What follows belongs to an exercise in optimizing a design on an open flow for small area; a production flow would make more cautious choices. Function was checked by simulation only, so behaviour that the tests miss may differ from the original. No activity file was given, so power comes from the tool's default toggle rates. No driver is modelled on the clock port, so clocking that relies on it looks cheaper here than on a real chip.

**flow/config.mk**
```make
export PLATFORM = sky130hd
export DESIGN_NAME = mips_cpu_bus
export DESIGN_NICKNAME = mips_cpu_bus
export VERILOG_FILES = /design/flow/design.v
export SDC_FILE = /design/flow/constraint.sdc
export NUM_CORES = 4
export LEC_CHECK = 0
export CAP_MARGIN = 20
export CORE_MARGIN = 2
export CORE_UTILIZATION = 40
export SLEW_MARGIN = 20
```
**flow/constraint.sdc**
```tcl
create_clock -name core_clock -period 10.0 [get_ports {clk}]
set_input_delay 2.0000 -clock core_clock [delete_from_list [all_inputs] [get_ports {clk}]]
set_output_delay 2.0000 -clock core_clock [all_outputs]
set_load 0.01 [all_outputs]
```
**flow/design.v**
```verilog
package mips_isa_pkg;
  typedef logic [31:0] word_t;
  localparam word_t RESET_VECTOR = 32'hbfc0_0000;
endpackage
package mips_ctrl_pkg;
  localparam logic [3:0] ST_CLR  = 4'd0;    
  localparam logic [3:0] ST_F0   = 4'd1;    
  localparam logic [3:0] ST_F1   = 4'd2;    
  localparam logic [3:0] ST_E1   = 4'd3;    
  localparam logic [3:0] ST_E2   = 4'd4;    
  localparam logic [3:0] ST_E3   = 4'd5;    
  localparam logic [3:0] ST_SWD  = 4'd6;    
  localparam logic [3:0] ST_MR   = 4'd7;    
  localparam logic [3:0] ST_MW   = 4'd8;    
  localparam logic [3:0] ST_WB   = 4'd9;    
  localparam logic [3:0] ST_HALT = 4'd10;
endpackage
`timescale 1ns/1ps
module mips_cpu_bus
(
  input  logic       clk,
  input  logic       reset,
  output logic       active,
  output mips_isa_pkg::word_t      register_v0,
  output mips_isa_pkg::word_t      address,
  output logic       write,
  output logic       read,
  input  logic       waitrequest,
  output mips_isa_pkg::word_t      writedata,
  output logic [3:0] byteenable,
  input  mips_isa_pkg::word_t      readdata
);
  function automatic logic [31:0] byte_swap(input logic [31:0] w);
    byte_swap = {w[7:0], w[15:8], w[23:16], w[31:24]};
  endfunction
  logic [4:0]  ph;
  logic        run;
  logic [3:0]  st;
  logic        take, c, z;
  logic [31:0] a_reg, ir, v0, pc;
  logic [4:0]  rr;
  logic [31:0] rdata;
  assign rdata = byte_swap(readdata);
  logic [5:0] op, fn;
  assign op = ir[31:26];
  assign fn = ir[5:0];
  logic is_r, is_j, is_br, is_bne, is_addiu, is_ori, is_lui, is_lw, is_sw, is_mem;
  logic f_sll, f_srl, f_jr, f_sub, f_and, f_or, f_xor, f_sltu;
  logic r_sh, r_sltu, r_jr, r_alu, i_alu;
  assign is_r     = (op == 6'h00);
  assign is_j     = (op == 6'h02);
  assign is_br    = (op[5:1] == 5'b00010);
  assign is_bne   = op[0];
  assign is_addiu = (op == 6'h09);
  assign is_ori   = (op == 6'h0d);
  assign is_lui   = (op == 6'h0f);
  assign is_lw    = (op == 6'h23);
  assign is_sw    = (op == 6'h2b);
  assign is_mem   = is_lw | is_sw;
  assign f_sll  = (fn == 6'h00);
  assign f_srl  = (fn == 6'h02);
  assign f_jr   = (fn == 6'h08);
  assign f_sub  = (fn == 6'h23);
  assign f_and  = (fn == 6'h24);
  assign f_or   = (fn == 6'h25);
  assign f_xor  = (fn == 6'h26);
  assign f_sltu = (fn == 6'h2b);
  assign r_sh   = is_r & (f_sll | f_srl);
  assign r_sltu = is_r & f_sltu;
  assign r_jr   = is_r & f_jr;
  assign r_alu  = is_r & ~f_sll & ~f_srl & ~f_jr & ~f_sltu;
  assign i_alu  = is_addiu | is_ori | is_lui;
  logic s_clr, s_f0, s_f1, s_e1, s_e2, s_e3, s_swd, s_mr, s_mw, s_wb, s_halt;
  assign s_clr  = (st == mips_ctrl_pkg::ST_CLR);
  assign s_f0   = (st == mips_ctrl_pkg::ST_F0);
  assign s_f1   = (st == mips_ctrl_pkg::ST_F1);
  assign s_e1   = (st == mips_ctrl_pkg::ST_E1);
  assign s_e2   = (st == mips_ctrl_pkg::ST_E2);
  assign s_e3   = (st == mips_ctrl_pkg::ST_E3);
  assign s_swd  = (st == mips_ctrl_pkg::ST_SWD);
  assign s_mr   = (st == mips_ctrl_pkg::ST_MR);
  assign s_mw   = (st == mips_ctrl_pkg::ST_MW);
  assign s_wb   = (st == mips_ctrl_pkg::ST_WB);
  assign s_halt = (st == mips_ctrl_pkg::ST_HALT);
  logic rev, first, last, bus_done;
  assign rev      = run & (s_clr | s_f0 | s_e1 | s_e2 | s_e3 | s_swd | s_wb);
  assign first    = (ph == 5'd0);
  assign last     = (ph == 5'd31);
  assign bus_done = (s_f1 | s_mr | s_mw) & ~waitrequest;
  assign read       = s_f1 | s_mr;
  assign write      = s_mw;
  assign byteenable = {4{~s_halt}};    
  assign address    = a_reg;
  assign writedata  = byte_swap(ir);
  assign active     = ~s_halt;
  assign register_v0 = v0;
  logic [31:0] rbit;     
  logic [31:0] we;       
  logic        wen, wbit, rb, sel_rt;
  logic [4:0]  dest;
  genvar gi;
  generate
    for (gi = 0; gi < 32; gi = gi + 1) begin : g_reg
      if (gi == 0) begin : g_zero
        assign rbit[gi] = 1'b0;
      end else if (gi == 2) begin : g_v0
        assign rbit[gi] = v0[ph];
      end else begin : g_ring
        logic [31:0] ring;
        always_ff @(posedge clk) begin
          ring <= {we[gi] ? wbit : ring[0], ring[31:1]};
        end
        assign rbit[gi] = ring[0];
      end
    end
  endgenerate
  assign sel_rt = (s_e1 & (is_r | is_br)) | s_swd;
  assign rb     = rbit[sel_rt ? rr : ir[25:21]];
  always_comb begin
    for (int i = 0; i < 32; i++) begin
      we[i] = (run & s_clr) | (wen & (dest == i[4:0]));
    end
  end
  logic a, b, cinit, cin, sum, cout, res, zbit, zero;
  logic ph_ge2, ph_lt28;
  assign ph_ge2  = |ph[4:1];
  assign ph_lt28 = ~(ph[4] & ph[3] & ph[2]);
  logic [4:0] shamt;
  logic       sh_lt;
  assign shamt = ir[10:6];
  assign sh_lt = (((s_e3 & ~f_sll) ? ~ph : ph) < shamt);
  always_comb begin
    a     = 1'b0;
    b     = 1'b0;
    cinit = 1'b0;
    if (s_f0) begin
      if (!take) begin
        a = pc[0];
        b = (ph == 5'd2);
      end else if (is_j) begin
        a = ~ph_lt28 & pc[0];
        b = ph_ge2 & ph_lt28 & ir[0];
      end else if (is_r) begin
        b = rb;
      end else begin
        a = pc[0];
        b = ph_ge2 & ir[0];
      end
    end else begin
      if (is_r | is_br) begin
        a     = rb;
        b     = a_reg[0] ^ (f_sub | f_sltu);
        cinit = f_sub | f_sltu;
      end else if (is_ori) begin
        a = rb;
        b = ~ph[4] & ir[0];
      end else if (is_lui) begin
        b = ph[4] & ir[0];
      end else begin
        a = rb;
        b = ir[0];
      end
    end
  end
  assign cin  = first ? cinit : c;
  assign sum  = a ^ b ^ cin;
  assign cout = (a & b) | (cin & (a ^ b));
  always_comb begin
    if (is_r & f_and)                 res = a & b;
    else if ((is_r & f_or) | is_ori | is_lui) res = a | b;
    else if (is_r & f_xor)            res = a ^ b;
    else                              res = sum;
  end
  assign zbit = s_f0 ? pc[0] : (rb ^ a_reg[0]);
  assign zero = (first | z) & ~zbit;
  always_comb begin
    wen  = 1'b0;
    wbit = 1'b0;
    if (run) begin
      if ((s_e1 & i_alu) | (s_e2 & r_alu)) begin
        wen  = 1'b1;
        wbit = res;
      end else if (s_e3 & r_sltu) begin
        wen  = 1'b1;
        wbit = first & ~c;
      end else if (s_e3 & r_sh) begin
        wen  = 1'b1;
        wbit = ~sh_lt & a_reg[0];
      end else if (s_wb) begin
        wen  = 1'b1;
        wbit = ir[0];
      end
    end
  end
  assign dest = (s_wb | ~is_r) ? rr : ir[15:11];
  logic a_en, a_in, pc_in, ir_load, sh_full, sh_j, sh_lo;
  always_comb begin
    if (s_f0)                a_in = pc[0];
    else if (s_e1 & is_mem)  a_in = sum;
    else if (s_e1 & (is_r | is_br)) a_in = rb;
    else if (s_e2 & r_sh)    a_in = a_reg[0];
    else                     a_in = wbit;
  end
  assign a_en = rev & ~s_swd & ~(s_e2 & r_sh & ~(sh_lt ^ f_sll));
  assign pc_in = s_clr ? mips_isa_pkg::RESET_VECTOR[ph] : (s_f0 & run) ? sum : pc[0];
  assign ir_load = (s_f1 | s_mr) & ~waitrequest;
  assign sh_full = run & (s_swd | s_wb);
  assign sh_j    = run & s_f0 & take & is_j & ph_ge2;
  assign sh_lo   = run & ((s_f0 & take & is_br & ph_ge2) |
                          (s_e1 & (is_addiu | is_ori | is_mem)) |
                          (s_e1 & is_lui & ph[4]));
  always_ff @(posedge clk) begin
    pc <= {pc_in, pc[31:1]};
    c  <= cout;
    z  <= zero;
    if (a_en) a_reg <= {a_in, a_reg[31:1]};
    if (ir_load) begin
      ir <= rdata;
    end else begin
      if (sh_full)                  ir[31:26] <= {rb, ir[31:27]};
      if (sh_full | sh_j)           ir[25:15] <= ir[26:16];
      if (sh_full | sh_j | sh_lo)   ir[14:0]  <= ir[15:1];
    end
    if (s_f1 & ~waitrequest) rr <= rdata[20:16];
  end
  always_ff @(posedge clk) begin
    if (reset) begin
      v0 <= '0;
    end else if (wen & last & (dest == 5'd2)) begin
      v0 <= {wbit, a_reg[31:1]};
    end
  end
  always_ff @(posedge clk) begin
    if (reset) begin
      ph   <= '0;
      run  <= 1'b1;
      st   <= mips_ctrl_pkg::ST_CLR;
      take <= 1'b0;
    end else begin
      ph <= ph + 5'd1;
      if (last)          run <= 1'b1;
      else if (bus_done) run <= 1'b0;
      if (s_f1 & ~waitrequest) st <= mips_ctrl_pkg::ST_E1;
      if (s_mr & ~waitrequest) st <= mips_ctrl_pkg::ST_WB;
      if (s_mw & ~waitrequest) st <= mips_ctrl_pkg::ST_F0;
      if (run & last) begin
        if (s_clr) st <= mips_ctrl_pkg::ST_F0;
        if (s_f0) begin
          st   <= zero ? mips_ctrl_pkg::ST_HALT : mips_ctrl_pkg::ST_F1;
          take <= 1'b0;
        end
        if (s_e1) begin
          take <= is_j | r_jr;
          if ((is_r & ~f_jr) | is_br) st <= mips_ctrl_pkg::ST_E2;
          else if (is_sw)             st <= mips_ctrl_pkg::ST_SWD;
          else if (is_lw)             st <= mips_ctrl_pkg::ST_MR;
          else                        st <= mips_ctrl_pkg::ST_F0;
        end
        if (s_e2) begin
          take <= is_br & (zero ^ is_bne);
          st   <= (r_sh | r_sltu) ? mips_ctrl_pkg::ST_E3 : mips_ctrl_pkg::ST_F0;
        end
        if (s_e3) st <= mips_ctrl_pkg::ST_F0;
        if (s_swd) st <= mips_ctrl_pkg::ST_MW;
        if (s_wb) st <= mips_ctrl_pkg::ST_F0;
      end
    end
  end
endmodule
```
**flow/flow/run.sh**
```bash
#!/bin/bash
# The standard layout (standard.sh), with two changes to how it is built:
#  - port buffers use the smallest buffer cell (buf_1) instead of the tool's default pick;
#  - clock tree synthesis uses clkbuf_16 with larger sink clusters and no dummy loads.
set -euo pipefail
export BUFFER_PORTS_ARGS="-buffer_cell sky130_fd_sc_hd__buf_1"
export CTS_ARGS="-sink_clustering_enable -repair_clock_nets -dont_use_dummy_load -buf_list sky130_fd_sc_hd__clkbuf_16 -sink_clustering_size 36 -sink_clustering_max_diameter 80"
bash standard.sh > standard_flow.log 2>&1
```
**flow/standard.sh**
```bash
#!/bin/bash
# synth_recipe.tcl (not shown) runs the flow's synth.tcl, then flattens the netlist and writes it again
# the make line also repeats each setting of config.mk as NAME=value (left out here)
make -C /OpenROAD-flow-scripts/flow DESIGN_CONFIG=/design/flow/config.mk WORK_HOME=/design/flow/orfs CLKGATE_MAP_FILE= SYNTH_SCRIPT=/design/flow/synth_recipe.tcl "${@:-finish}"
```
==> metrics.md, run 1 <==
| Metric | Value |
|---|---|
| CTS Hold Buffers Added | 0 |
| Initial antenna violation count | 5 |
| Setup TNS | 0 ns |
| Core box area | 65900 µm² |
| Final count of hold timing violations | 0 |
| Status | timing/DRC/antenna clean |
| Routed len/inst | 16.5 µm |
| Vias in the first global route | 11.4k |
| Pre-CTS setup slack | 3.64 ns |
| Relative slew slack | 30.5% |
| Overflow after GRT | 0 |
| PostCTS Resize Cnt | 0 |
| Global-route wire length before repair | 67300 µm |
| Synth area leader | dfxtp_1 |
| Via/cell ratio | 4.40 |
| Synth cell types | 75 |
| Most common cell on crit path | nand2_1 |
| Diode count | 0 |
| Seq cells post-synth | 1106 |
| WP data arrival | 6.58 ns |
| Clock latency (worst-skew pair) | 0.60 ns |
| CTS buffer count | 39 |
| Max clock buf depth | 3 |
| Fin area | 29100 µm² |
| Nets | 1857 |
| Ys async rst share | 0% |
| Total Power | 6.34 mW |
| Min Tclk post-route | 6.15 ns |
| Layout fillers | 5850 |
| Delay of the slowest critical-path stage | 0.88 ns |
| Slew Viols, Final | 0 |
| Critical path type | reg -> reg |
| Startpoint Class | register |
| Least-Margin Pin Slew | 1.04 ns |
| DIE HEIGHT | 262 µm |
| Largest register FFs | 960 |
| Boundary pin count | 138 |
| Buffers on Ports | 137 |
| Worst Path Buf+Inv | 0 |
| Slowest stage cell, crit path | dfxtp_1 |
| Die area | 68600 µm² |
| Setup ws final | 3.85 ns |
| Mapped cell area | 26600 µm² |
| Mean Syn Cell Area | 15.9 µm² |
| Core Util, Final | 44.1% |
| Vias | 11.8k |
| Yosys warnings | 1 |
| Post-synthesis sequential area ratio | 85.7% |
| Finished Layout Cells | 2673 |
| Worst IR Drop VDD | 0.000162 V |
| Worst Clk Skew | 0.0583 ns |
| Synth area leaders | dfxtp_1 (78%), edfxtp_1 (7.8%), mux2_2 (2.4%) |
| Initial DRC Count | 630 |
| Setup bufs post-CTS | 0 |
| Final WL | 44200 µm |
| Clk sinks | 1106 |
| CTS tree | yes |
| DP Area | 28100 µm² |
| Gate Count Post-Synth | 1674 |
| Post-DRT Antenna Nets | 0 |
| Die width | 262 µm |
| Initial Util | 40.4% |
| Crit Path Max Fanout | 32 |
| Total power divided by cell area | 218 nW/µm² |
| Post-synth EDFFs | 69 |
| Rows | 94 |
| Lkg Pwr | 11.0 nW |
| Max Fclk | 163 MHz |
| Dpl hpwl | 29400 µm |
| H-tree lvl count | 2 |
| Worst Path Required | 10.43 ns |
| Drt first pass iters | 5 |
| Synthesized net count | 1720 |
| Pin count of the biggest net entering global routing | 45 |
| Root Buffer | clkbuf_16 |
| Routability cong. | 0.824 |
| Period utilisation layout | 61.5% |
| Unrepaired setup endpoints after global routing | no |
| Crit end category | register |
| Placed insts | 2634 |
| Biggest register | g.genblk1.g_ring.ring |
| Worst-path clk slew | 0.12 ns |
| DRC Markers | 0 |
| Crit path cell chain | and4bb_1 -> a31o_1 -> mux2i_4 -> a21oi_1 -> a221oi_1 -> a211oi_1 -> o32ai_2 -> nand2_1 -> a21oi_1 -> o22ai_1 -> fa_1 -> nand2_1 -> o31ai_1 -> a22o_1 -> nand2_1 -> a22oi_1 -> o21ai_4 -> o32a_1 |
| Area growth, synth to finish | 9.16% |
| Total Routing Usage GR | 12.9% |
| Top cell type's share of synthesized area | 78.0% |
| Main flop type after synthesis | dfxtp_1 |
| Layout cells sized above 1 | 7.41% |
| CP top delay family | compound AO/OA/AOI/OAI gates |
| Setup-failing EPs final | 0 |
| Min-delay worst type | reg -> reg |
| Hold slack | 0.273 ns |
| Maxcap violations | 0 |
[path summary, 6_finish.rpt]
| kind | startpoint | endpoint | slack (ns) | cells after the start |
|---|---|---|---|---|
| worst max register to register | st[0]$_SDFF_PP0_ | a_reg[31]$_DFFE_PP_ | 3.85 | 18 |
| worst min-delay path | g_reg[18].genblk1.g_ring.ring[25]$_DFF_P_ | g_reg[18].genblk1.g_ring.ring[24]$_DFF_P_ | 0.27 | 0 |
| worst min register to register | g_reg[18].genblk1.g_ring.ring[25]$_DFF_P_ | g_reg[18].genblk1.g_ring.ring[24]$_DFF_P_ | 0.27 | 0 |
| worst max-delay path | st[0]$_SDFF_PP0_ | a_reg[31]$_DFFE_PP_ | 3.85 | 18 |
[cells in the mapped netlist, types with 9 or more instances]
cell type,count
a21oi_1,63
nor2_1,21
inv_1,16
clkbuf_1,33
xnor2_1,9
mux2_2,57
ha_1,10
dfxtp_1,1037
mux2i_1,16
nand3_1,13
nand2_1,104
nand2b_1,12
o21ai_1,17
nor3_1,14
o21ai_0,31
edfxtp_1,69
[layout make-up]
type                            count  area (µm²)  share of cell area (%)
Clock buffer                       39         976                    3.36
Inverter                           17        63.8                   0.220
Multi-Input combinational cell    501        3530                    12.2
Sequential cell                  1106       22800                    78.5
Tap cell                          864        1080                    3.72
Timing Repair Buffer              146         583                    2.01
[power breakdown]
part | internal (mW) | switching, mW
Combinational | 0.0103 | 0.0147
Clock | 0.710 | 1.16
Sequential | 4.44 | 0.00445
[metal layers]
metal	share of wire (%)	up-vias	GRT usage [%]
li1	-	5773	-
met2	42	182	18.9
met5	0	-	0
met3	3.3	58	2.01
met1	52	5742	19.5
met4	2.1	0	3.75
[cells by family (layout without fill, tap and decap cells)]
| group | after synthesis | in the layout | share of synthesized area (%) |
|---|---|---|---|
| flops | 1106 | 1106 | 85.7 |
| simple gates | 216 | 216 | 4.06 |
| compound gates | 171 | 171 | 3.91 |
| mux | 91 | 91 | 4.19 |
| buf+inv | 67 | 202 | 1.16 |
| xor+xnor | 12 | 12 | 0.395 |
| fa+ha+maj | 11 | 11 | 0.545 |
[cells in the final DEF (no fill, tap or decap), drive strengths merged, types with 3 or more instances in the layout]
cell type and instances:
nand4b 3, a31oi 7, xor2 3, and2 6
mux4 8, nand3 13, nand2b 12, nand4 4
mux2 64, nor2 21, mux2i 19, a211oi 8
or2 3, xnor2 9, nor4 5, a221oi 5
nand3b 3, nor3 15, buf 145, nor3b 4
edfxtp 69, inv 17, nand2 104, or3 6
a22oi 3, o21ai 48, o22ai 3, dfxtp 1037
o31ai 7, ha 10, a21o 4, clkbuf 40
o21a 4, a21oi 63, nor2b 5
==> run 2: changes to the inputs <==
==> flow/flow/run.sh (replaced) <==
#!/bin/bash
# The standard layout (standard.sh) with three changes to how it is built:
#  - synthesis maps the logic with an area-only ABC script (flow/abc_area.script) in place of
#    ORFS's delay-oriented one; everything else in synthesis is ORFS's own, so the registers,
#    their names and their cells are the standard synthesis's;
#  - port buffers use the smallest buffer cell (buf_1);
#  - clock tree synthesis uses clkbuf_16 with larger sink clusters and no dummy loads.
set -euo pipefail
here="$(cd "$(dirname "${BASH_SOURCE[0]}")" && pwd)"
work="$(cd "$here/.." && pwd)"
cd "$work"
rm -rf "$work/orfs_scripts"
cp -r "$FLOW_HOME/scripts" "$work/orfs_scripts"
cp "$here/abc_area.script" "$work/orfs_scripts/abc_speed.script"
export BUFFER_PORTS_ARGS="-buffer_cell sky130_fd_sc_hd__buf_1"
export CTS_ARGS="-sink_clustering_enable -repair_clock_nets -dont_use_dummy_load -buf_list sky130_fd_sc_hd__clkbuf_16 -sink_clustering_size 34 -sink_clustering_max_diameter 80"
bash standard.sh SCRIPTS_DIR="$work/orfs_scripts" finish > "$work/standard_flow.log" 2>&1
==> flow/flow/abc_area.script (new file) <==
strash
dch -f
amap
topo
==> run 2 against run 1 <==
Effect of this change: synthesized cell count down 3.0%; worst setup slack worse by 1.7 ns; sequential power about the same; clock power up 4%; global-route usage down 0.25 points; total power up 1.2%; maximum frequency down 22%; count of clock-buffer cells in the layout up 3; synthesized area down 2.8%.
==> metrics.md, run 2 <==
| Metric | Value |
|---|---|
| Status | timing/DRC/antenna clean |
| Synthesized net count | 1669 (-3.0%) |
| Hold path depth | 0 (unchanged) |
| Synth cell types | 39 (-48%) |
| Ys async rst share | 0% (unchanged) |
| Total power divided by cell area | 224 nW/µm² (+2.7%) |
| Final count of hold timing violations | 0 (unchanged) |
| Sequential Area | 22800 µm² (unchanged) |
| Worst Path Required | 10.44 ns (about the same) |
| Total Routing Usage GR | 12.6% (-0.25 points) |
| Sequential share of power | 69.3% (-0.8 points) |
| Overflow after GRT | 0 (unchanged) |
| Setup bufs post-CTS | 0 (unchanged) |
| Int Power | 5.21 mW (+0.96%) |
| Layout fillers | 5731 (-2.0%) |
| Nets | 1853 (-0.22%) |
| Min Tclk post-route | 7.87 ns (+1.72 ns) |
| Clock latency (worst-skew pair) | 0.61 ns (about the same) |
| Drt first pass iters | 6 (+1) |
| Startpoint Class | register |
| Pin count of the biggest net entering global routing | 47 (+4.4%) |
| Clk sinks | 1106 (unchanged) |
| DRC Markers | 0 (unchanged) |
| Synth area leaders | dfxtp_1 (80%), edfxtp_1 (8.0%), nor2_1 (1.3%) |
| Total Power | 6.42 mW (+1.2%) |
| Rows | 93 (-1.1%) |
| Gate Count Post-Synth | 1623 (-3.0%) |
| Worst IR Drop VDD | 0.000165 V (+2.0%) |
| WP data arrival | 8.31 ns (+1.73 ns) |
| Hold endpoint | g_reg[16].genblk1.g_ring.ring[17]$_DFF_P_ |
| Mapped cell area | 25900 µm² (-2.8%) |
| Post-synthesis sequential area ratio | 88.2% (+2.4 points) |
| Flop2flop setup slack | 2.13 ns (-1.72 ns) |
| Switching Share | 18.8% (+0.17 points) |
| H-tree lvl count | 2 (unchanged) |
| Lkg Pwr | 10.7 nW (-2.0%) |
| Most frequent cells in the layout | dfxtp_1 (1037), buf_1 (137), nor2_1 (92) |
| Main flop type after synthesis | dfxtp_1 |
| Post-synth EDFFs | 69 (unchanged) |
| Commonest cells post-synth | dfxtp_1 (1037), nor2_1 (93), edfxtp_1 (69) |
| Worst-path clk slew | 0.11 ns (about the same) |
| Maxcap violations | 0 (unchanged) |
| CP Launch Point | ir[31]$_DFFE_PP_ |
| Pre-CTS setup slack | 1.75 ns (-1.89 ns) |
| Seq cells post-synth | 1106 (unchanged) |
| Top-count cell post-synth | dfxtp_1 |
| Initial DRC Count | 756 (+20%) |
| FF-to-FF End | g_reg[28].genblk1.g_ring.ring[31]$_DFF_P_ |
| Setup TNS | 0 ns (unchanged) |
| Die area | 66800 µm² (-2.7%) |
| Initial Util | 40.3% (-0.11 points) |
| Yosys warnings | 1 (unchanged) |
| Core box area | 64200 µm² (-2.5%) |
| R2R depth | 21 (+3) |
| Via/cell ratio | 4.47 (+1.5%) |
| CTS Hold Buffers Added | 0 (unchanged) |
| Crit Path Max Fanout | 31 (-3.1%) |
| CTS buffer count | 42 (+7.7%) |
| Unrepaired setup endpoints after global routing | no |
| CTS tree | yes |
| Vias in the first global route | 11.5k (+1.2%) |
| Hold slack | 0.286 ns (+0.0126 ns) |
| Min-delay src | g_reg[16].genblk1.g_ring.ring[18]$_DFF_P_ |
| Routed len/inst | 15.8 µm (-4.5%) |
| Critical path type | reg -> reg |
| Max clock buf depth | 3 (unchanged) |
| Least-Margin Pin Slew | 1.00 ns (-0.0348 ns) |
| Slew Viols, Final | 0 (unchanged) |
| Die width | 258 µm (-1.4%) |
| Setup-failing EPs final | 0 (unchanged) |
| Top cell type's share of synthesized area | 80.2% (+2.2 points) |
| Reg-to-Reg Start | ir[31]$_DFFE_PP_ |
| Global-route wire length before repair | 66000 µm (-1.9%) |
| Layout cells sized above 1 | 3.05% (-4.4 points) |
| Boundary pin count | 138 (unchanged) |
| Buffers on Ports | 137 (unchanged) |
| Min-delay worst type | reg -> reg |
| Sw power | 1.20 mW (+2.1%) |
| Setup ws final | 2.13 ns (-1.72 ns) |
| Vias | 11.9k (+1.1%) |
| Part of the power in the clock network | 30.3% (+0.8 points) |
| Commonest non-fill, non-tap cell in the layout | dfxtp_1 |
| Area of the multi-input gates | 2830 µm² (-20%) |
| Synth area leader | dfxtp_1 |
| PostCTS Resize Cnt | 0 (unchanged) |
| Period utilisation layout | 78.7% (+17 points) |
| Root Buffer | clkbuf_16 |
| Combinational share of power | 0.4% (about the same) |
| Largest register FFs | 960 (unchanged) |
| Crit end category | register |
| Area growth, synth to finish | 10.5% |
| Post-DRT Antenna Nets | 0 (unchanged) |
| Relative slew slack | 32.5% (+2.0 points) |
| Dpl hpwl | 28000 µm (-4.8%) |
| Initial antenna violation count | 1 (-4) |
| Placed insts | 2617 (-0.65%) |
| Final WL | 42000 µm (-4.9%) |
| DIE HEIGHT | 258 µm (-1.4%) |
| Finished Layout Cells | 2661 (-0.45%) |
| Worst Clk Skew | 0.0761 ns (+0.0178 ns) |
| Routability cong. | 0.826 (+0.34%) |
| Max Fclk | 127 MHz (-22%) |
| Biggest register | g.genblk1.g_ring.ring |
| Mean Syn Cell Area | 16.0 µm² (+0.30%) |
[run 2: worst max-delay path by stage]
stage | cells after the start | slack [ns] | endpoint
2_1_floorplan | 10 | 2.53 | v0[0]$_SDFFE_PP0P_
3_3_place_gp | 27 | 2.07 | g_reg[12].genblk1.g_ring.ring[31]$_DFF_P_
3_5_place_dp | 27 | 1.75 | g_reg[24].genblk1.g_ring.ring[31]$_DFF_P_
4_1_cts | 27 | 1.72 | g_reg[28].genblk1.g_ring.ring[31]$_DFF_P_
5_1_grt | 21 | 1.39 | g_reg[28].genblk1.g_ring.ring[31]$_DFF_P_
6_report | 21 | 2.13 | g_reg[28].genblk1.g_ring.ring[31]$_DFF_P_
[run 2: logic make-up (layout without fill, tap and decap cells)]
| kind of cell | after synthesis | count (layout) | synth area share (%) |
|---|---|---|---|
| adder cells (fa/ha/maj) | 11 | 11 | 0.560 |
| AND/OR/NAND/NOR | 187 | 187 | 3.25 |
| other | 0 | 1 | 0 |
| AO/OA/AOI/OAI | 250 | 250 | 6.94 |
| buffers and inverters | 69 | 251 | 1.07 |
| flip-flops | 1106 | 1106 | 88.2 |
[run 2: cell type report]
type                    count  share of cell area (%)
flip-flops and latches   1106                    79.8
repair buffers            145                    2.10
clock buffers              42                    3.67
inverters                  64                   0.839
multi-input cells         448                    9.87
diodes                      1                 0.00874
well taps                 855                    3.74
[run 2: power groups by stage]
stage	Sequential, mW	Combinational (mW)	Clock (mW)
after global routing	4.45	0.0310	2.18
after CTS	4.45	0.0273	2.03
final	4.45	0.0282	1.94
after global placement	4.55	0.0270	0
after detailed placement	4.55	0.0272	0
after floorplan	4.55	0.0137	0
[run 2: per-stage QoR]
step	instance area, µm²	util [%]
floorplan	25900	-
global placement	27500	42.8
detailed placement	27500	42.9
CTS	28600	44.5
global route	28600	44.6
finish	28600	44.6
[run 2: routing by layer]
layer | up-vias | wire length [µm] | part of all wire, % | track usage [%]
met5 | - | 0 | 0 | 0
met4 | 0 | 1140 | 2.7 | 4.43
met3 | 69 | 1780 | 4.2 | 2.32
met2 | 219 | 17800 | 42 | 18.4
met1 | 5762 | 21200 | 51 | 18.7
li1 | 5832 | - | - | -
[run 2: critical path, cell delays in order (launching register included)]
cell and delay (ns):
edfxtp_1 0.42, or3_1 0.40, nor4_1 0.77, nor2_1 0.25, nor2_1 0.26, nor2_1 0.15
o22ai_1 0.58, clkinv_1 0.44, a221oi_1 0.40, nor3_1 0.10, o31ai_1 0.72, clkinv_1 0.24
o32ai_1 0.39, clkinv_1 0.20, fa_1 0.56, nor2_1 0.12, a211oi_1 0.05, a211oi_1 0.20
a211oi_1 0.08, nor3_1 0.29, clkinv_1 0.74, o21ai_0 0.38
==> run 3: changes to the inputs <==
--- a/flow/design.v
+++ b/flow/design.v
@@ -7,11 +7,11 @@
   localparam logic [3:0] ST_F0   = 4'd1;    
-  localparam logic [3:0] ST_F1   = 4'd2;    
-  localparam logic [3:0] ST_E1   = 4'd3;    
-  localparam logic [3:0] ST_E2   = 4'd4;    
-  localparam logic [3:0] ST_E3   = 4'd5;    
-  localparam logic [3:0] ST_SWD  = 4'd6;    
-  localparam logic [3:0] ST_MR   = 4'd7;    
-  localparam logic [3:0] ST_MW   = 4'd8;    
-  localparam logic [3:0] ST_WB   = 4'd9;    
-  localparam logic [3:0] ST_HALT = 4'd10;
+  localparam logic [3:0] ST_F1   = 4'd8;    
+  localparam logic [3:0] ST_E1   = 4'd2;    
+  localparam logic [3:0] ST_E2   = 4'd3;    
+  localparam logic [3:0] ST_E3   = 4'd4;    
+  localparam logic [3:0] ST_SWD  = 4'd5;    
+  localparam logic [3:0] ST_MR   = 4'd9;    
+  localparam logic [3:0] ST_MW   = 4'd10;    
+  localparam logic [3:0] ST_WB   = 4'd6;    
+  localparam logic [3:0] ST_HALT = 4'd12;
 endpackage
@@ -85,3 +85,3 @@
   logic rev, first, last, bus_done;
-  assign rev      = run & (s_clr | s_f0 | s_e1 | s_e2 | s_e3 | s_swd | s_wb);
+  assign rev      = run & ~st[3];    
   assign first    = (ph == 5'd0);
--- a/flow/flow/run.sh
+++ b/flow/flow/run.sh
@@ -6,3 +6,3 @@
 #  - port buffers use the smallest buffer cell (buf_1);
-#  - clock tree synthesis uses clkbuf_16 with larger sink clusters and no dummy loads.
+#  - clock tree synthesis uses clkbuf_8 with larger sink clusters and no dummy loads.
 set -euo pipefail
@@ -15,3 +15,3 @@
 export BUFFER_PORTS_ARGS="-buffer_cell sky130_fd_sc_hd__buf_1"
-export CTS_ARGS="-sink_clustering_enable -repair_clock_nets -dont_use_dummy_load -buf_list sky130_fd_sc_hd__clkbuf_16 -sink_clustering_size 34 -sink_clustering_max_diameter 80"
+export CTS_ARGS="-sink_clustering_enable -repair_clock_nets -dont_use_dummy_load -buf_list sky130_fd_sc_hd__clkbuf_8 -sink_clustering_size 20 -sink_clustering_max_diameter 60"
 bash standard.sh SCRIPTS_DIR="$work/orfs_scripts" finish > "$work/standard_flow.log" 2>&1
==> run 3 against run 2 <==
Effect of this change: non-clock buffer count is 2 lower; cell count is 0.86% higher; maximum frequency is 8.0% lower; still clean on timing, DRC and antenna; critical path depth is 4 higher; clock skew is 0.0035 ns higher; wire length is 3.2% higher; count of clock-buffer cells in the layout is 27 higher; critical endpoint is now g_reg[12].genblk1.g_ring.ring[31]$_DFF_P_; register-to-register slack worse by 0.69 ns.
==> metrics.md, run 3 <==
| Metric | Value |
|---|---|
| Part of the power in the clock network | 28.8% (-1.5 points) |
| Synth area leaders | dfxtp_1 (80%), edfxtp_1 (8.0%), o221a_1 (1.4%) |
| WP data arrival | 9.07 ns (+0.76 ns) |
| Worst Clk Skew | 0.0796 ns (+0.00350 ns) |
| Die area | 66700 µm² (-0.16%) |
| Seq cells post-synth | 1106 (unchanged) |
| Int Power | 5.08 mW (-2.6%) |
| Final count of hold timing violations | 0 (unchanged) |
| CTS Hold Buffers Added | 0 (unchanged) |
| Startpoint Class | register |
| Max clock buf depth | 3 (unchanged) |
| Total power divided by cell area | 221 nW/µm² (-1.5%) |
| Mapped cell area | 25900 µm² (-0.16%) |
| Lkg Pwr | 10.7 nW (-0.34%) |
| Post-DRT Antenna Nets | 0 (unchanged) |
| H-tree lvl count | 3 (+1) |
| Root Buffer | clkbuf_8 |
| DRC Markers | 0 (unchanged) |
| Initial Util | 40.3% (-0.064 points) |
| Global-route wire length before repair | 67700 µm (+2.5%) |
| CTS tree | yes |
| Top cell type's share of synthesized area | 80.3% (+0.13 points) |
| Worst IR Drop VDD | 0.000131 V (-21%) |
| Routed len/inst | 16.1 µm (+2.3%) |
| CTS buffer count | 69 (+64%) |
| Core box area | 64200 µm² (unchanged) |
| Worst Path Required | 10.52 ns (+0.08 ns) |
| Commonest cells post-synth | dfxtp_1 (1037), nor2_1 (91), edfxtp_1 (69) |
| Maxcap violations | 0 (unchanged) |
| Combinational share of power | 0.4% (about the same) |
| Switching Share | 19.2% (+0.46 points) |
| Crit Path Max Fanout | 31 (unchanged) |
| Least-Margin Pin Slew | 1.11 ns (+0.103 ns) |
| Sw power | 1.21 mW (+0.34%) |
| Boundary pin count | 138 (unchanged) |
| Die width | 258 µm (about the same) |
| Max Fclk | 117 MHz (-8.0%) |
| Post-synthesis sequential area ratio | 88.3% (+0.14 points) |
| Relative slew slack | 26.3% (-6.2 points) |
| Most frequent cells in the layout | dfxtp_1 (1037), buf_1 (137), nor2_1 (91) |
| Vias in the first global route | 11.9k (+3.4%) |
| Period utilisation layout | 85.6% (+6.9 points) |
| Drt first pass iters | 5 (-1) |
| Critical path type | reg -> reg |
| Synth cell types | 42 (+7.7%) |
| Nets | 1875 (+1.2%) |
| Vias | 12.1k (+1.7%) |
| Sequential share of power | 70.8% (+1.5 points) |
| Slew Viols, Final | 0 (unchanged) |
| Gate Count Post-Synth | 1620 (-0.18%) |
| Ys async rst share | 0% (unchanged) |
| Largest register FFs | 960 (unchanged) |
| Dpl hpwl | 28800 µm (+3.1%) |
| DIE HEIGHT | 258 µm (about the same) |
| Yosys warnings | 1 (unchanged) |
| Status | timing/DRC/antenna clean |
| Pin count of the biggest net entering global routing | 48 (+2.1%) |
| Hold slack | 0.251 ns (-0.0348 ns) |
| Commonest non-fill, non-tap cell in the layout | dfxtp_1 |
| Buffers on Ports | 137 (unchanged) |
| Initial DRC Count | 745 (-1.5%) |
| Worst-path clk slew | 0.10 ns (about the same) |
| Setup bufs post-CTS | 0 (unchanged) |
| Overflow after GRT | 0 (unchanged) |
| Setup TNS | 0 ns (unchanged) |
| Crit end category | register |
| Setup-failing EPs final | 0 (unchanged) |
| Top-count cell post-synth | dfxtp_1 |
| Unrepaired setup endpoints after global routing | no |
| Via/cell ratio | 4.50 (+0.84%) |
| PostCTS Resize Cnt | 0 (unchanged) |
| Synthesized net count | 1666 (-0.18%) |
| Biggest register | g.genblk1.g_ring.ring |
| Total Routing Usage GR | 13.1% (+0.49 points) |
| Rows | 93 (unchanged) |
| Min-delay worst type | reg -> reg |
| Routability cong. | 0.832 (+0.69%) |
| Initial antenna violation count | 1 (unchanged) |
| Area growth, synth to finish | 10.0% |
| Mean Syn Cell Area | 16.0 µm² (about the same) |
| Final WL | 43300 µm (+3.2%) |
| Min Tclk post-route | 8.56 ns (+0.687 ns) |
| Synth area leader | dfxtp_1 |
| Layout cells sized above 1 | 4.38% (+1.3 points) |
| Post-synth EDFFs | 69 (unchanged) |
| Clk sinks | 1106 (unchanged) |
| Main flop type after synthesis | dfxtp_1 |
| Clock latency (worst-skew pair) | 0.69 ns (+0.08 ns) |
[run 3: final cells by class]
| cell class | count | area (µm²) |
|---|---|---|
| Inverter | 61 | 229 |
| Multi-Input combinational cell | 448 | 2790 |
| Tap cell | 855 | 1070 |
| Clock buffer | 69 | 950 |
| Timing Repair Buffer | 143 | 577 |
| Antenna cell | 2 | 5.00 |
| Sequential cell | 1106 | 22800 |
| Fill cell | 5764 | 35800 |
[run 3: through the flow]
| stage | power (mW) | utilization, % | std cells | area [µm²] | setup slack [ns] |
|---|---|---|---|---|---|
| after floorplan | 4.56 | - | 1620 | 25900 | 2.54 |
| after global placement | 4.58 | 42.8 | 2611 | 27500 | 2.06 |
| after CTS | 6.38 | 44.3 | 2681 | 28400 | 1.58 |
| after global routing | 6.53 | 44.3 | 2683 | 28400 | 0.725 |
| final | 6.28 | 44.3 | 2684 | 28400 | 1.44 |
| after detailed placement | 4.58 | 42.8 | 2612 | 27500 | 1.66 |
[run 3: routing by layer]
layer	up-vias	part of all wire (%)	global-route usage, %
met5	-	0	0
met2	306	42	19.0
li1	5860	-	-
met1	5794	49	18.7
met3	125	4.6	3.08
met4	0	4.1	5.80
[run 3: power groups by stage]
stage / Clock (mW) / Combinational (mW) / Sequential [mW]
2_1_floorplan: 0 / 0.0133 / 4.55
5_1_grt: 2.05 / 0.0305 / 4.45
6_report: 1.81 / 0.0275 / 4.45
3_5_place_dp: 0 / 0.0274 / 4.55
3_3_place_gp: 0 / 0.0275 / 4.55
4_1_cts: 1.90 / 0.0275 / 4.45
[run 3: worst paths after layout]
check / cells after the start / to / slack [ns] / start
worst max-delay path: 25 / g_reg[12].genblk1.g_ring.ring[31]$_DFF_P_ / 1.44 / ir[31]$_DFFE_PP_
worst min register to register: 0 / g_reg[15].genblk1.g_ring.ring[12]$_DFF_P_ / 0.25 / g_reg[15].genblk1.g_ring.ring[13]$_DFF_P_
worst min-delay path: 0 / g_reg[15].genblk1.g_ring.ring[12]$_DFF_P_ / 0.25 / g_reg[15].genblk1.g_ring.ring[13]$_DFF_P_
worst max register to register: 25 / g_reg[12].genblk1.g_ring.ring[31]$_DFF_P_ / 1.44 / ir[31]$_DFFE_PP_
[run 3: logic make-up after synthesis]
kind of cell | synth area share, %
fa+ha+maj | 0.561
simple gates | 3.12
flops | 88.3
buf+inv | 1.03
compound gates | 6.98
[run 3: critical path, stage by stage (launching register included)]
cell	delay, ns
edfxtp_1	0.42
or2_0	0.30
nor3_1	0.36
clkinv_1	0.16
nor2_1	0.44
nor2_1	0.21
nor2_1	0.30
nor2_1	0.16
o22ai_1	0.87
clkinv_1	0.66
a221oi_1	0.44
a21oi_1	0.09
o22ai_1	0.16
o21ai_0	0.09
o21ai_0	0.53
nand2_1	0.11
a311o_1	0.36
o21ai_0	0.20
fa_1	0.56
nor2_1	0.16
a211oi_1	0.06
a211oi_1	0.25
a211oi_1	0.08
nor3_1	0.30
clkinv_1	0.71
o21ai_0	0.43
==> run 4: changes to the inputs <==
--- a/flow/design.v
+++ b/flow/design.v
@@ -35,3 +35,5 @@
   endfunction
-  logic [4:0]  ph;
+  logic [5:0]  ph;
+  logic [4:0]  bp;       
+  assign bp = ph[4:0];
   logic        run;
@@ -86,4 +88,4 @@
   assign rev      = run & ~st[3];    
-  assign first    = (ph == 5'd0);
-  assign last     = (ph == 5'd31);
+  assign first    = (bp == 5'd0);
+  assign last     = (bp == 5'd31);
   assign bus_done = (s_f1 | s_mr | s_mw) & ~waitrequest;
@@ -96,14 +98,10 @@
   assign register_v0 = v0;
-  logic [31:0] rbit;     
-  logic [31:0] we;       
+  logic [15:0] head;     
+  logic [15:0] we;       
   logic        wen, wbit, rb, sel_rt;
-  logic [4:0]  dest;
+  logic [4:0]  dest, sel;
   genvar gi;
   generate
-    for (gi = 0; gi < 32; gi = gi + 1) begin : g_reg
-      if (gi == 0) begin : g_zero
-        assign rbit[gi] = 1'b0;
-      end else if (gi == 2) begin : g_v0
-        assign rbit[gi] = v0[ph];
-      end else begin : g_ring
+    for (gi = 0; gi < 16; gi = gi + 1) begin : g_reg
+      if (gi == 0 || gi == 2) begin : g_single
         logic [31:0] ring;
@@ -112,3 +110,9 @@
         end
-        assign rbit[gi] = ring[0];
+        assign head[gi] = ring[0];
+      end else begin : g_pair
+        logic [63:0] ring;
+        always_ff @(posedge clk) begin
+          ring <= {we[gi] ? wbit : ring[0], ring[63:1]};
+        end
+        assign head[gi] = ring[0];
       end
@@ -117,6 +121,11 @@
   assign sel_rt = (s_e1 & (is_r | is_br)) | s_swd;
-  assign rb     = rbit[sel_rt ? rr : ir[25:21]];
-  always_comb begin
-    for (int i = 0; i < 32; i++) begin
-      we[i] = (run & s_clr) | (wen & (dest == i[4:0]));
+  assign sel    = sel_rt ? rr : ir[25:21];
+  always_comb begin
+    if (sel[3:0] == 4'd0)      rb = sel[4] & head[0];
+    else if (sel[3:0] == 4'd2) rb = sel[4] ? head[2] : v0[bp];
+    else                       rb = head[sel[3:0]];
+  end
+  always_comb begin
+    for (int i = 0; i < 16; i++) begin
+      we[i] = (run & s_clr) | (wen & (dest[3:0] == i[3:0]) & ((i != 0 && i != 2) || dest[4]));
     end
@@ -125,4 +134,4 @@
   logic ph_ge2, ph_lt28;
-  assign ph_ge2  = |ph[4:1];
-  assign ph_lt28 = ~(ph[4] & ph[3] & ph[2]);
+  assign ph_ge2  = |bp[4:1];
+  assign ph_lt28 = ~(bp[4] & bp[3] & bp[2]);
   logic [4:0] shamt;
@@ -130,3 +139,3 @@
   assign shamt = ir[10:6];
-  assign sh_lt = (((s_e3 & ~f_sll) ? ~ph : ph) < shamt);
+  assign sh_lt = (((s_e3 & ~f_sll) ? ~bp : bp) < shamt);
   always_comb begin
@@ -138,3 +147,3 @@
         a = pc[0];
-        b = (ph == 5'd2);
+        b = (bp == 5'd2);
       end else if (is_j) begin
@@ -155,5 +164,5 @@
         a = rb;
-        b = ~ph[4] & ir[0];
+        b = ~bp[4] & ir[0];
       end else if (is_lui) begin
-        b = ph[4] & ir[0];
+        b = bp[4] & ir[0];
       end else begin
@@ -179,11 +188,7 @@
     if (run) begin
-      if ((s_e1 & i_alu) | (s_e2 & r_alu)) begin
+      if (s_e3) begin
         wen  = 1'b1;
-        wbit = res;
-      end else if (s_e3 & r_sltu) begin
-        wen  = 1'b1;
-        wbit = first & ~c;
-      end else if (s_e3 & r_sh) begin
-        wen  = 1'b1;
-        wbit = ~sh_lt & a_reg[0];
+        if (r_sh)        wbit = ~sh_lt & a_reg[0];
+        else if (r_sltu) wbit = first & ~c;
+        else             wbit = a_reg[0];
       end else if (s_wb) begin
@@ -197,10 +202,10 @@
   always_comb begin
-    if (s_f0)                a_in = pc[0];
-    else if (s_e1 & is_mem)  a_in = sum;
+    if (s_f0)                       a_in = pc[0];
     else if (s_e1 & (is_r | is_br)) a_in = rb;
-    else if (s_e2 & r_sh)    a_in = a_reg[0];
-    else                     a_in = wbit;
+    else if (s_e2 & r_sh)           a_in = a_reg[0];
+    else if (s_e1 | s_e2)           a_in = res;
+    else                            a_in = wbit;
   end
   assign a_en = rev & ~s_swd & ~(s_e2 & r_sh & ~(sh_lt ^ f_sll));
-  assign pc_in = s_clr ? mips_isa_pkg::RESET_VECTOR[ph] : (s_f0 & run) ? sum : pc[0];
+  assign pc_in = s_clr ? mips_isa_pkg::RESET_VECTOR[bp] : (s_f0 & run) ? sum : pc[0];
   assign ir_load = (s_f1 | s_mr) & ~waitrequest;
@@ -210,6 +215,6 @@
                           (s_e1 & (is_addiu | is_ori | is_mem)) |
-                          (s_e1 & is_lui & ph[4]));
+                          (s_e1 & is_lui & bp[4]));
   always_ff @(posedge clk) begin
     pc <= {pc_in, pc[31:1]};
-    c  <= cout;
+    if (rev) c <= cout;    
     z  <= zero;
@@ -232,2 +237,38 @@
   end
+  logic [3:0] st_n;
+  logic       take_n, go;
+  always_comb begin
+    st_n   = st;
+    take_n = take;
+    if (s_f1 & ~waitrequest) st_n = mips_ctrl_pkg::ST_E1;
+    if (s_mr & ~waitrequest) st_n = mips_ctrl_pkg::ST_WB;
+    if (s_mw & ~waitrequest) st_n = mips_ctrl_pkg::ST_F0;
+    if (run & last) begin
+      if (s_clr & ph[5]) st_n = mips_ctrl_pkg::ST_F0;
+      if (s_f0) begin
+        st_n   = zero ? mips_ctrl_pkg::ST_HALT : mips_ctrl_pkg::ST_F1;
+        take_n = 1'b0;
+      end
+      if (s_e1) begin
+        take_n = is_j | r_jr;
+        if ((is_r & ~f_jr) | is_br) st_n = mips_ctrl_pkg::ST_E2;
+        else if (i_alu)             st_n = mips_ctrl_pkg::ST_E3;
+        else if (is_sw)             st_n = mips_ctrl_pkg::ST_SWD;
+        else if (is_lw)             st_n = mips_ctrl_pkg::ST_MR;
+        else                        st_n = mips_ctrl_pkg::ST_F0;
+      end
+      if (s_e2) begin
+        take_n = is_br & (zero ^ is_bne);
+        st_n   = is_br ? mips_ctrl_pkg::ST_F0 : mips_ctrl_pkg::ST_E3;
+      end
+      if (s_e3)  st_n = mips_ctrl_pkg::ST_F0;
+      if (s_swd) st_n = mips_ctrl_pkg::ST_MW;
+      if (s_wb)  st_n = mips_ctrl_pkg::ST_F0;
+    end
+  end
+  logic [4:0] nreg;
+  logic       nany;
+  assign nreg = (s_e3 | s_wb) ? dest : sel;
+  assign nany = s_clr | (s_f0 & ~(take & r_jr));
+  assign go   = nany | (nreg[3:0] == 4'd0) | (nreg[3:0] == 4'd2) | (nreg[4] == ~ph[5]);
   always_ff @(posedge clk) begin
@@ -239,29 +280,7 @@
     end else begin
-      ph <= ph + 5'd1;
-      if (last)          run <= 1'b1;
+      ph   <= ph + 6'd1;
+      st   <= st_n;
+      take <= take_n;
+      if (last)          run <= (run ? (s_clr & ~ph[5]) : go) & ~bus_done;
       else if (bus_done) run <= 1'b0;
-      if (s_f1 & ~waitrequest) st <= mips_ctrl_pkg::ST_E1;
-      if (s_mr & ~waitrequest) st <= mips_ctrl_pkg::ST_WB;
-      if (s_mw & ~waitrequest) st <= mips_ctrl_pkg::ST_F0;
-      if (run & last) begin
-        if (s_clr) st <= mips_ctrl_pkg::ST_F0;
-        if (s_f0) begin
-          st   <= zero ? mips_ctrl_pkg::ST_HALT : mips_ctrl_pkg::ST_F1;
-          take <= 1'b0;
-        end
-        if (s_e1) begin
-          take <= is_j | r_jr;
-          if ((is_r & ~f_jr) | is_br) st <= mips_ctrl_pkg::ST_E2;
-          else if (is_sw)             st <= mips_ctrl_pkg::ST_SWD;
-          else if (is_lw)             st <= mips_ctrl_pkg::ST_MR;
-          else                        st <= mips_ctrl_pkg::ST_F0;
-        end
-        if (s_e2) begin
-          take <= is_br & (zero ^ is_bne);
-          st   <= (r_sh | r_sltu) ? mips_ctrl_pkg::ST_E3 : mips_ctrl_pkg::ST_F0;
-        end
-        if (s_e3) st <= mips_ctrl_pkg::ST_F0;
-        if (s_swd) st <= mips_ctrl_pkg::ST_MW;
-        if (s_wb) st <= mips_ctrl_pkg::ST_F0;
-      end
     end
==> run 4 against run 3 <==
Effect of this change: clock power is essentially flat; core utilization grew 0.26 points; worst setup slack gained 1.3 ns; count of clock-buffer cells in the layout shrank 2; cell count shrank 2.4%; critical path depth is the same; die area shrank 0.94%; still clean; via count shrank 4.6%; critical path type unchanged; worst hold slack gained 0.016 ns; sequential power grew 1%.
==> metrics.md, run 4 <==
| Metric | Value |
|---|---|
| Area growth, synth to finish | 9.94% (about the same) |
| Period utilisation layout | 72.1% (-13 points) |
| Synth area leaders | dfxtp_1 (81%), edfxtp_1 (8.2%), o221a_1 (1.5%) |
| CP Launch Point | ir[31]$_DFFE_PP_ |
| Max clock buf depth | 3 (unchanged) |
| Total power divided by cell area | 224 nW/µm² (+1.6%) |
| Global-route wire length before repair | 62900 µm (-7.1%) |
| Unrepaired setup endpoints after global routing | no |
| Setup-failing EPs final | 0 (unchanged) |
| R2R depth | 25 (unchanged) |
| Ys async rst share | 0% (unchanged) |
| Synth area leader | dfxtp_1 |
| Final count of hold timing violations | 0 (unchanged) |
| Routed len/inst | 15.1 µm (-6.4%) |
| Synthesized net count | 1613 (-3.2%) |
| Post-synth EDFFs | 70 (+1.4%) |
| Crit end category | register |
| Slowest stage cell, crit path | o22ai_1 |
| CP endpoint | a_reg[31]$_DFFE_PP_ |
| Largest register FFs | 896 (-6.7%) |
| Min Tclk post-route | 7.21 ns (-1.35 ns) |
| Routability cong. | 0.837 (+0.58%) |
| Layer with the highest usage | met1 |
| Startpoint Class | register |
| Post-DRT Antenna Nets | 0 (unchanged) |
| Buffers on Ports | 137 (unchanged) |
| Layout cells sized above 1 | 4.34% (-0.036 points) |
| Setup TNS | 0 ns (unchanged) |
| PostCTS Resize Cnt | 0 (unchanged) |
| Initial Util | 40.5% (+0.27 points) |
| Initial antenna violation count | 0 (-1) |
| Maxcap violations | 0 (unchanged) |
| H-tree lvl count | 3 (unchanged) |
| Worst Path Required | 10.35 ns (-0.17 ns) |
| FF-to-FF End | a_reg[31]$_DFFE_PP_ |
| Rows | 92 (-1.1%) |
| CTS tree | yes |
| Via/cell ratio | 4.40 (-2.3%) |
| Core box area | 63200 µm² (-1.6%) |
| Pin count of the biggest net entering global routing | 44 (-8.3%) |
| Max Fclk | 139 MHz (+19%) |
| Status | timing/DRC/antenna clean |
| Boundary pin count | 138 (unchanged) |
| Largest regs | g.g_pair.ring (896), g.g_single.ring (64) |
| Top cell type's share of synthesized area | 81.1% (+0.77 points) |
| Mean Syn Cell Area | 16.3 µm² (+2.4%) |
| Dpl hpwl | 24800 µm (-14%) |
| Top-count cell post-synth | dfxtp_1 |
| Flop2flop setup slack | 2.79 ns (+1.35 ns) |
| Min-delay worst type | reg -> reg |
| Vias | 11.5k (-4.6%) |
| Met2 Track Usage GR | 16.5% (-2.5 points) |
| Biggest register | g.g_pair.ring |
| Initial DRC Count | 641 (-14%) |
| Post-Synth XOR/XNOR Area | 0% (unchanged) |
| Nets | 1821 (-2.9%) |
| DP Area | 27200 µm² (-0.94%) |
| Least-Margin Pin Slew | 1.11 ns (+0.00974 ns) |
| Clock latency (worst-skew pair) | 0.65 ns (-0.04 ns) |
| Root Buffer | clkbuf_8 |
| Gate Count Post-Synth | 1567 (-3.3%) |
| Overflow after GRT | 0 (unchanged) |
| Synth Area in Simple Gates | 2.72% (-0.40 points) |
| Diode count | 0 (-2) |
| Commonest cells post-synth | dfxtp_1 (1037), nor2_1 (79), edfxtp_1 (70) |
| Reg-to-Reg Start | ir[31]$_DFFE_PP_ |
| Seq cells post-synth | 1107 (+0.090%) |
| WP data arrival | 7.56 ns (-1.51 ns) |
| Main flop type after synthesis | dfxtp_1 |
| Worst Clk Skew | 0.0697 ns (-0.00981 ns) |
| Fin area | 28200 µm² (-1.0%) |
| Setup bufs post-CTS | 0 (unchanged) |
| Total Routing Usage GR | 12.0% (-1.1 points) |
| DRC Markers | 0 (unchanged) |
| Commonest non-fill, non-tap cell in the layout | dfxtp_1 |
| Most common cell on crit path | nor2_1 |
| Multiplexer share of the synthesized area | 0% (unchanged) |
| Synth cell types | 37 (-12%) |
| Synth Area in Adders | 0.567% (+0.0054 points) |
| Die width | 257 µm (-0.47%) |
| Largest family of logic cells by synthesized area | compound AO/OA/AOI/OAI gates |
| Mapped cell area | 25600 µm² (-0.95%) |
| Slew Viols, Final | 0 (unchanged) |
| Final WL | 39600 µm (-8.7%) |
| Met1 usage | 18.3% (-0.41 points) |
| M3 GR Usage | 2.84% (-0.24 points) |
| Die area | 66100 µm² (-0.94%) |
| CTS Hold Buffers Added | 0 (unchanged) |
| Compound-Gate Fraction of Synth Area | 6.40% (-0.58 points) |
| Delay of the slowest critical-path stage | 0.60 ns (-0.27 ns) |
| Vias in the first global route | 11.1k (-6.6%) |
| CTS buffer count | 67 (-2.9%) |
| Drt first pass iters | 4 (-1) |
| Post-synthesis sequential area ratio | 89.3% (+0.97 points) |
| Relative slew slack | 24.9% (-1.4 points) |
| Crit Path Max Fanout | 11 (-65%) |
| Worst-path clk slew | 0.10 ns (about the same) |
| Most frequent cells in the layout | dfxtp_1 (1037), buf_1 (137), nor2_1 (79) |
| Worst IR Drop VDD | 0.000118 V (-10%) |
| Clk sinks | 1107 (+0.090%) |
| DIE HEIGHT | 257 µm (-0.47%) |
| Lkg Pwr | 10.6 nW (-1.0%) |
| Yosys warnings | 1 (unchanged) |
| Critical path type | reg -> reg |
run 4: cell types whose count changed in the layout (fill, tap and decap cells not counted), moves of 6 or more:
cell,before,now
o21ai_0,45,32
nor2_1,91,79
a21oi_1,52,44
nand2_1,34,28
or3_1,10,4
run 4: per-layer routing:
| layer | part of all wire (%) | wire (µm) |
|---|---|---|
| met4 | 2.7 | 1080 |
| met1 | 53 | 21000 |
| met5 | 0 | 0 |
| met3 | 4.5 | 1770 |
| met2 | 40 | 15800 |
run 4: layout make-up:
class                           instances  area [µm²]
Sequential cell                      1107       22900
Clock buffer                           67         922
Inverter                               61         229
Multi-Input combinational cell        394        2490
Timing Repair Buffer                  144         587
Tap cell                              846        1060
Fill cell                            5558       35000
run 4: worst max-delay path: cells and delay by family, from the launching register on:
family	cells	cell delay, ns
AO/OA/AOI/OAI	14	3.58
adder cells (fa/ha/maj)	1	0.35
buffers and inverters	1	0.48
flip-flops	1	0.43
AND/OR/NAND/NOR	9	2.09
run 4: cells by family after synthesis:
logic type | after synthesis
AO/OA/AOI/OAI | 224
adder cells (fa/ha/maj) | 11
buffers and inverters | 66
flip-flops | 1107
AND/OR/NAND/NOR | 159
run 4: report_power, final:
part           switching (mW)  total [mW]  leakage [nW]  internal (mW)
clock                    1.18        1.79         0.482          0.609
sequential             0.0142        4.50          9.11           4.49
combinational          0.0164      0.0256          1.00        0.00927
total                    1.21        6.32          10.6           5.11
run 4: through the flow:
step	power [mW]	utilization (%)	setup slack [ns]	hold slack, ns	instances
2_1_floorplan	4.61	-	1.90	0.310	1567
3_3_place_gp	4.63	43.0	3.07	0.309	2551
3_5_place_dp	4.63	43.1	2.88	0.312	2552
4_1_cts	6.41	44.5	2.79	0.256	2619
5_1_grt	6.58	44.5	2.02	0.244	2619
6_report	6.32	44.5	2.79	0.267	2619
run 4: worst min-delay path by stage:
stage | from | end | slack [ns] | cells past startpoint
final | pc[30]$_DFF_P_ | pc[29]$_DFF_P_ | 0.27 | 0
after global routing | pc[30]$_DFF_P_ | pc[29]$_DFF_P_ | 0.24 | 0
after CTS | pc[30]$_DFF_P_ | pc[29]$_DFF_P_ | 0.26 | 0
after detailed placement | g_reg[10].g_pair.ring[6]$_DFF_P_ | g_reg[10].g_pair.ring[5]$_DFF_P_ | 0.31 | 0
after global placement | g_reg[14].g_pair.ring[51]$_DFF_P_ | g_reg[14].g_pair.ring[50]$_DFF_P_ | 0.31 | 0
after floorplan | g_reg[0].g_single.ring[1]$_DFF_P_ | g_reg[0].g_single.ring[0]$_DFF_P_ | 0.31 | 0

[static timing again, ports no longer ideal]
The results above use ideal ports. As a check the final layouts listed here were re-extracted and re-timed, cells and wires unchanged. Step 1, drivers: a clkbuf_16 drives clk and a buf_2 each remaining input, both assumed. Step 2 moves the port delays by t, midway between the first and last clock arrival at a register: inputs arrive t later, outputs are due t later. That takes back most of the time a late clock gives input paths. Three values: ideal ports, drivers, drivers and shift; two values: the first two.
run | t, ns | slack for setup (ns) | worst setup path after step 2 | latest minus earliest clock arrival (ns)
run 1 | 0.631 | 3.852 / 3.852 / 3.852 | register to register | 0.060 / 0.060
run 2 | 0.630 | 2.130 / 2.130 / 2.130 | register to register | 0.076 / 0.076
run 3 | 0.692 | 1.443 / 1.443 / 1.443 | register to register | 0.110 / 0.110
run 4 | 0.672 | 2.791 / 2.791 / 2.791 | register to register | 0.072 / 0.072
After both steps setup and hold are still met in every run listed.
